This design comes from an exercise in tuning for small area, a short achievable clock period and few clock cycles per item on the open sky130 flow, not from production work.
Only simulation tests tie the RTL to the original design; equivalence was not proved.
Power figures rest on the tool's default switching activity, not on a simulated workload.

==> design/flow/run.sh <==
#!/bin/bash
# synth_recipe.tcl (not shown) runs the flow's synth.tcl, then flattens the netlist and writes it again
# the make line also repeats each setting of config.mk as NAME=value (left out here)
make -C /OpenROAD-flow-scripts/flow DESIGN_CONFIG=/design/flow/config.mk WORK_HOME=/design/flow/orfs CLKGATE_MAP_FILE= SYNTH_SCRIPT=/design/flow/synth_recipe.tcl finish
==> design/flow/config.mk <==
export PLATFORM = sky130hd
export DESIGN_NAME = range_table_offset_lookup
export DESIGN_NICKNAME = range_table_offset_lookup
export VERILOG_FILES = /design/flow/design.v
export SDC_FILE = /design/flow/constraint.sdc
export NUM_CORES = 4
export LEC_CHECK = 0
export CAP_MARGIN = 20
export CORE_MARGIN = 2
export CORE_UTILIZATION = 40
export SLEW_MARGIN = 20
==> design/flow/constraint.sdc <==
create_clock -name core_clock -period 8.0 [get_ports {clk}]
set_input_delay 1.6000 -clock core_clock [delete_from_list [all_inputs] [get_ports {clk}]]
set_output_delay 1.6000 -clock core_clock [all_outputs]
set_load 0.01 [all_outputs]
==> design/flow/design.v <==
`timescale 1ns / 1ps
package rtol_pkg;
	localparam int MAX_REGIONS = 16;
	localparam int MAX_ENTRIES = 64;
	localparam int RIDX_W = (MAX_REGIONS > 1) ? $clog2(MAX_REGIONS) : 1;
	localparam int RCNT_W = $clog2(MAX_REGIONS + 1);
	localparam int ECNT_W = $clog2(MAX_ENTRIES + 1);
	localparam logic FUNC_LOOKUP = 1'b0;
	localparam logic FUNC_INSERT = 1'b1;
	localparam logic [1:0] STATUS_DONE    = 2'd0;
	localparam logic [1:0] STATUS_OVERLAP = 2'd1;
	localparam logic [1:0] STATUS_FULL    = 2'd2;
	typedef struct packed {
		logic [15:0] lo;
		logic [15:0] hi;
	} region_t;
	typedef struct packed {
		logic [RIDX_W-1:0] owner;
		logic [15:0]       hlo;
		logic [15:0]       hhi;
		logic [15:0]       pitch;
		logic [15:0]       yaw;
	} entry_t;
	typedef struct packed {
		logic              insert;
		logic [15:0]       dlo;
		logic [15:0]       dhi;
		logic [15:0]       hlo;
		logic [15:0]       hhi;
		logic [15:0]       pitch;
		logic [15:0]       yaw;
		logic              found;
		logic [RIDX_W-1:0] ridx;
		logic              hit;
	} token_t;
	localparam int REGION_W = 32;
	localparam int ENTRY_W  = RIDX_W + 64;
	localparam int TOKEN_W  = 103 + RIDX_W - 4;
endpackage
`timescale 1ns / 1ps
module range_table_offset_lookup (
	input  logic        clk,
	input  logic        arst_n,
	input  logic        in_valid,
	output logic        in_ready,
	input  logic        func,
	input  logic [15:0] dist_low,
	input  logic [15:0] dist_high,
	input  logic signed [15:0] height_low,
	input  logic signed [15:0] height_high,
	input  logic signed [15:0] pitch_in,
	input  logic signed [15:0] yaw_in,
	input  logic [15:0] query_dist,
	input  logic signed [15:0] query_height,
	output logic        out_valid,
	input  logic        out_ready,
	output logic [1:0]  status,
	output logic        hit,
	output logic signed [15:0] pitch_out,
	output logic signed [15:0] yaw_out
);
	localparam int NR = rtol_pkg::MAX_REGIONS;
	localparam int NE = rtol_pkg::MAX_ENTRIES;
	localparam int RW = rtol_pkg::RIDX_W;
	logic [NR-1:0][15:0]   rlo;
	logic [NR-1:0][15:0]   rhi;
	logic [NE-1:0][RW-1:0] eown;
	logic [NE-1:0][15:0]   ehlo;
	logic [NE-1:0][15:0]   ehhi;
	logic [NE-1:0][15:0]   epit;
	logic [NE-1:0][15:0]   eyaw;
	logic [NR-1:0]         rlive;    
	logic [NE-1:0]         elive;    
	logic [RW-1:0]         rcnt;     
	logic        v0, f0;
	logic [15:0] dlo0, dhi0, hlo0, hhi0, pit0, yaw0;
	logic          v1, f1;
	logic [15:0]   dlo1, hlo1, hhi1, pit1, yaw1;
	logic [NR-1:0] rf1;      
	logic [NE-1:0] hm1;      
	logic          found1;   
	logic [RW-1:0] ridx1;    
	logic          rmb1;     
	logic          hmb1;     
	logic [15:0]   dhi1;
	logic          lc;       
	logic          lnew;     
	logic [RW-1:0] lown;     
	logic [2:0] qcnt;
	logic       rdy;
	assign in_ready = rdy;
	always_ff @(posedge clk or negedge arst_n) begin
		if (!arst_n) begin
			v0 <= 1'b0;
		end else begin
			v0 <= in_valid && rdy;
		end
	end
	always_ff @(posedge clk) begin
		f0   <= func;
		dlo0 <= func ? dist_low : query_dist;
		dhi0 <= func ? dist_high : query_dist;
		hlo0 <= func ? height_low : query_height;
		hhi0 <= func ? height_high : query_height;
		pit0 <= pitch_in;
		yaw0 <= yaw_in;
	end
	logic [NR-1:0] rm, rfirst;
	logic [NE-1:0] hm;
	logic [RW-1:0] ridx;
	always_comb begin
		for (int r = 0; r < NR; r++) begin
			rm[r] = rlive[r] && (rlo[r] <= dhi0) && (dlo0 <= rhi[r]);
		end
		for (int r = 0; r < NR; r++) begin
			rfirst[r] = rm[r];
			for (int k = 0; k < r; k++) begin
				if (rm[k]) rfirst[r] = 1'b0;
			end
		end
		ridx = '0;
		for (int r = 0; r < NR; r++) begin
			if (rfirst[r]) ridx = ridx | RW'(r);
		end
		for (int e = 0; e < NE; e++) begin
			hm[e] = elive[e]
				&& ($signed(ehlo[e]) <= $signed(hhi0)) && ($signed(hlo0) <= $signed(ehhi[e]));
		end
	end
	always_ff @(posedge clk or negedge arst_n) begin
		if (!arst_n) begin
			v1 <= 1'b0;
		end else begin
			v1 <= v0;
		end
	end
	always_ff @(posedge clk) begin
		f1     <= f0;
		dlo1   <= dlo0;
		dhi1   <= dhi0;
		hlo1   <= hlo0;
		hhi1   <= hhi0;
		pit1   <= pit0;
		yaw1   <= yaw0;
		rf1    <= rfirst;
		hm1    <= hm;
		found1 <= |rm;
		ridx1  <= ridx;
		rmb1   <= v1 && f1 && (dlo1 <= dhi0) && (dlo0 <= dhi1);
		hmb1   <= v1 && f1 && ($signed(hlo1) <= $signed(hhi0)) && ($signed(hlo0) <= $signed(hhi1));
	end
	logic          rb;        
	logic          efound;
	logic [RW-1:0] eidx;
	logic          pend;      
	logic [NE-1:0] lslot;     
	logic [NE-1:0] em2;
	logic          any;
	logic [15:0]   mp, my;
	logic [1:0]    st;
	logic          commit;
	logic [NR-1:0] rslot;
	logic [NE-1:0] eslot;
	always_comb begin
		rb     = rmb1 && lnew;
		efound = found1 || rb;
		eidx   = found1 ? ridx1 : (rb ? lown : rcnt);
		pend   = hmb1 && lc && (found1 ? (lown == ridx1) : rb);
		for (int e = 0; e < NE; e++) begin
			lslot[e] = elive[e] && ((e == NE - 1) || !elive[(e + 1) % NE]);
		end
		for (int e = 0; e < NE; e++) begin
			em2[e] = (hm1[e] && rf1[eown[e]]) || (lslot[e] && pend);
		end
		any = |em2;
		mp = '0;
		my = '0;
		for (int e = 0; e < NE; e++) begin
			mp = mp | (epit[e] & {16{em2[e]}});
			my = my | (eyaw[e] & {16{em2[e]}});
		end
		st = rtol_pkg::STATUS_DONE;
		if (f1) begin
			if (efound) begin
				if (any) st = rtol_pkg::STATUS_OVERLAP;
				else if (elive[NE-1]) st = rtol_pkg::STATUS_FULL;
			end else if (rlive[NR-1] || elive[NE-1]) begin
				st = rtol_pkg::STATUS_FULL;
			end
		end
		commit = v1 && f1 && (st == rtol_pkg::STATUS_DONE);
		for (int r = 0; r < NR; r++) begin
			rslot[r] = !rlive[r] && ((r == 0) || rlive[(r + NR - 1) % NR]);
		end
		for (int e = 0; e < NE; e++) begin
			eslot[e] = !elive[e] && ((e == 0) || elive[(e + NE - 1) % NE]);
		end
	end
	always_ff @(posedge clk) begin
		for (int r = 0; r < NR; r++) begin
			if (v1 && f1 && rslot[r]) begin
				rlo[r] <= dlo1;
				rhi[r] <= dhi1;
			end
		end
		for (int e = 0; e < NE; e++) begin
			if (v1 && f1 && eslot[e]) begin
				eown[e] <= eidx;
				ehlo[e] <= hlo1;
				ehhi[e] <= hhi1;
				epit[e] <= pit1;
				eyaw[e] <= yaw1;
			end
		end
	end
	always_ff @(posedge clk or negedge arst_n) begin
		if (!arst_n) begin
			rlive <= '0;
			elive <= '0;
			rcnt  <= '0;
			lc    <= 1'b0;
			lnew  <= 1'b0;
			lown  <= '0;
		end else begin
			lc   <= commit;
			lnew <= commit && !efound;
			lown <= eidx;
			if (commit) begin
				elive <= {elive[NE-2:0], 1'b1};
			end
			if (commit && !efound) begin
				rlive <= {rlive[NR-2:0], 1'b1};
				rcnt  <= rcnt + RW'(1);
			end
		end
	end
	logic [34:0]      res;
	logic [2:0][34:0] bq;       
	logic [1:0]       bwp, brp;
	logic [1:0]       bcnt;
	logic             ov;       
	logic [34:0]      oreg;
	logic             take, load, from_b, to_b;
	assign res    = {st, !f1 && any, f1 ? 16'd0 : mp, f1 ? 16'd0 : my};
	assign take   = ov && out_ready;
	assign load   = !ov || take;                   
	assign from_b = load && (bcnt != 2'd0);        
	assign to_b   = v1 && !(load && bcnt == 2'd0);  
	assign qcnt   = {1'b0, bcnt} + {2'b0, ov};
	always_ff @(posedge clk) begin
		if (from_b) begin
			oreg <= bq[brp];
		end else if (load && v1) begin
			oreg <= res;
		end
		if (to_b) bq[bwp] <= res;
	end
	always_ff @(posedge clk or negedge arst_n) begin
		if (!arst_n) begin
			ov   <= 1'b0;
			bwp  <= '0;
			brp  <= '0;
			bcnt <= '0;
			rdy  <= 1'b0;
		end else begin
			ov   <= !load || from_b || v1;
			if (to_b) bwp <= (bwp == 2'd2) ? 2'd0 : bwp + 2'd1;
			if (from_b) brp <= (brp == 2'd2) ? 2'd0 : brp + 2'd1;
			bcnt <= bcnt + {1'b0, to_b} - {1'b0, from_b};
			rdy  <= ({1'b0, bcnt} + {2'b0, to_b} - {2'b0, from_b}
				+ {2'b0, !load || from_b || v1} + {2'b0, v0} + {2'b0, in_valid && rdy}) < 3'd4;
		end
	end
	assign out_valid = ov;
	assign {status, hit, pitch_out, yaw_out} = oreg;
endmodule
==> run notes <==
## stage by stage
step / worst slack (ns) / utilization, % / cells / cell area, µm² / hold WS (ns)
after floorplan: 1.95 / - / 17000 / 248000 / 0.310
after global placement: 2.05 / 42.7 / 25400 / 264000 / 0.310
after detailed placement: 2.06 / 42.7 / 25400 / 264000 / 0.313
after CTS: 2.04 / 45.8 / 26500 / 283000 / 0.318
after global routing: 1.89 / 45.8 / 26500 / 283000 / 0.324
final: 2.00 / 45.8 / 26500 / 283000 / 0.305
## critical path, cell delays in order (launching register included)
cell,delay (ns)
dfxtp_1,0.74
o32a_2,1.02
buf_12,0.29
buf_4,0.35
o211ai_1,0.16
buf_4,0.26
or4_1,0.50
nor3_1,0.26
nand4_1,0.35
nor2_4,0.49
a21o_4,0.67
buf_4,0.30
mux2_1,0.34
## synthesized netlist by cell type (269+ instances only)
cell | n | area share, %
edfxtp_1 | 5004 | 61
ha_1 | 2634 | 13
inv_1 | 1445 | 2.2
nand4_1 | 633 | 1.6
nand2_1 | 603 | 0.91
a21oi_1 | 592 | 1.2
o21a_1 | 494 | 1.5
a22oi_1 | 482 | 1.5
o21ai_0 | 455 | 0.92
nor2_1 | 409 | 0.62
a21o_1 | 405 | 1.2
nor2b_1 | 369 | 0.93
nand3_1 | 321 | 0.65
mux2i_1 | 284 | 1.1
dfxtp_1 | 281 | 2.3
nand2b_1 | 275 | 0.69
clkbuf_1 | 269 | 0.41
## worst max-delay path by stage
stage	slack [ns]	start	end	cells past startpoint
floorplan	1.95	v1$_DFF_PN0_	ehhi[448]$_DFFE_PP_	4
global placement	2.05	found1$_DFF_P_	elive[59]$_DFFE_PN0P_	12
detailed placement	2.06	found1$_DFF_P_	elive[59]$_DFFE_PN0P_	12
CTS	2.04	found1$_DFF_P_	elive[45]$_DFFE_PN0P_	12
global route	1.89	found1$_DFF_P_	elive[45]$_DFFE_PN0P_	12
finish	2.00	found1$_DFF_P_	elive[45]$_DFFE_PN0P_	12
## cells by family (layout without fill, tap and decap cells)
kind of cell,Yosys count,after routing
and+or+nand+nor,3054,3054
buffers and inverters,1872,3228
other,0,28
adders and majority gates,2635,2635
muxes,550,550
AOI/OAI and AO/OA,3474,3474
xor gates and xnor gates,37,37
DFF,5385,5385
## layout make-up
cell class / count / area share, %
Antenna cell: 28 / 0.0247
Clock buffer: 776 / 5.70
Clock inverter: 300 / 1.12
Inverter: 1447 / 1.93
Multi-Input combinational cell: 9750 / 29.5
Sequential cell: 5385 / 56.0
Tap cell: 8148 / 3.60
Timing Repair Buffer: 705 / 2.16
## sequential cells by signal, summed over array words and instances (netlist names), 64 cells and up
register and cells:
ehlo 1024, rhi 256, eown 256, epit 1024, bq 105, ehhi 1024
eyaw 1024, elive 64, rlo 256, hm1 64
## per-layer routing
layer,vias to the layer above,global-route usage (%),share of wire (%)
met2,8983,43.1,45
met4,24,13.3,5.9
li1,68500,-,-
met5,-,0.136,0.019
met3,2051,5.48,10
met1,81300,35.5,39
## where the power goes
part           internal (mW)  switching, mW  leakage, nW
Clock                   15.7           11.8         9.41
Combinational           2.44           5.01         48.8
Sequential              32.1          0.988         49.2
==> flow_summary.toml <==
[final_layout]
nets = 20600
multi_input_area_um2 = 83600
final_common_cell = "edfxtp_1"
seqCellArea_um2 = 159000
drive_above_1_share_pct = 10.4
syn_to_final_growth_pct = 14.3
mostFrequentLayoutCells = "5004 x edfxtp_1, 2634 x ha_1, 1426 x inv_1, 633 x nand4_1, 604 x clkbuf_16"
n_fill_cell = 53900

[pwr]
leakage_nw = 107
irDropWorstVdd_uv = 244
power_mw = 67.9
powerDensity_nw_per_um2 = 240

[clock_tree]
clk_pin_slew_ns = 0.07
cts_tree = "yes"
cts_buffers = 586
cts_hold_buf = 0
clock_latency_ns = 1.15
clkSinkCount = 5385
clockRootBuffer = "clkbuf_16"
clock_path_buffers = 4
htree_levels = 6
cts_resized = 0
postCtsSetupRepairBufs = 0

[setup_path]
r2r-start = "found1$_DFF_P_"
r2r-end = "elive[45]$_DFFE_PN0P_"
reg2reg_depth = 12
start_kind = "flip-flop"
regToRegSetupSlack_ns = 2.00
endpoint_kind = "flip-flop"
critPathArrivalTime_ns = 6.99
cp_max_fo = 54
critPathKind = "flip-flop to flip-flop"
crit_required_ns = 9.00

[yosys]
synthAdderAreaFrac_pct = 13.3
yosysWarningCount = 1
ys.flop_type = "edfxtp_1"
synth_top_family_by_area = "adder cells"
ys_types = 101
synth_fp_nets = 19800
synth_mux_area_share_pct = 3.02
synth-simple-area-share_pct = 6.66
syn_area_um2 = 248000
yosys.area_share.xor_xnor_pct = 0.131
synth_edf_count = 5004
ys_ff_latch = 5385
synth_compound_area_share_pct = 10.0
yosysSeqAreaShare_pct = 63.9
async_flop_share_pct = 1.86
synthCells = 17000
avgSynthCellArea_um2 = 14.6

[global_route]
gr-total-overflow = 0
antenna_found_initial = 82
grt_usage_pct = 27.1
grt_start_max_net_pins = 98
grt_pass1_wl_mm = 1200
grt_pass1_vias = 154000

[routing]
drc_errors = 0
drt_iter0_markers = 22300
antenna_left = 0
totalWireLength_mm = 871
vias = 161000
wl_per_cell_um = 32.8
drt_pass1_iterations = 7
avgViaCountPerCell = 6.06

[worst_hold_path]
hold_start = "pit0[15]$_DFF_P_"
holdPathStages = 0
min_to = "pit1[15]$_DFF_P_"
hold_path_class = "flip-flop to flip-flop"

[die]
num_rows = 289
start_util_pct = 40.1
core-area_um2 = 618000
die_area_um2 = 626000
die_w_um = 791
ios = 170
chipHeight_um = 791

[sta]
finalCritPeriodShare_pct = 75.0
slew_headroom_pct = 11.3
finalSetupTns_ns = 0
rsz0062_at_grt = "false"
finalSetupViolations = 0
period_needed_ns = 6.00
fin_skew_ns = 0.0720
worst_slew_pin_slew_ns = 1.32
hold_viol = 0
max_freq_ghz = 0.167
drv_slew = 0

[job]
maxCapViolCount = 0

[status]
status = "complete, no violations"

[placement]
numPortBuffers = 169
dp_hpwl_mm = 510
gp_congestion = 0.888
Testbench counts, summed over its fixed seeds: cycles 2,072, items 2,048.

what the ideal ports hide:
The results above use ideal ports. As a check the final layout listed here was re-extracted and re-timed, cells and wires unchanged.
Step 1 (the two cells are an assumption about what drives the block):
set clk [get_ports {clk}]
set_driving_cell -lib_cell sky130_fd_sc_hd__clkbuf_16 $clk
set_driving_cell -lib_cell sky130_fd_sc_hd__buf_2 [delete_from_list [all_inputs] $clk]
Step 2 adds t to the input delays and takes it off the output delays; t is the mean of the earliest and latest rising clock arrival at the registers after step 1. Input paths then give back, and output paths get back, about the clock's delay inside the block.
Slacks: no drivers / after step 1 / after step 2; pairs: no drivers / after step 1.
shift t [ns]: 1.240
slack for setup (ns): 2.004 / 2.004 / 2.004
worst setup path at the end: register to register
worst register clock-pin slew, ns: 0.07 / 0.07
After both steps this run still meets setup and hold. The setup slack of this run moves by 0.000 ns with the drivers and by 0.000 ns with both steps.
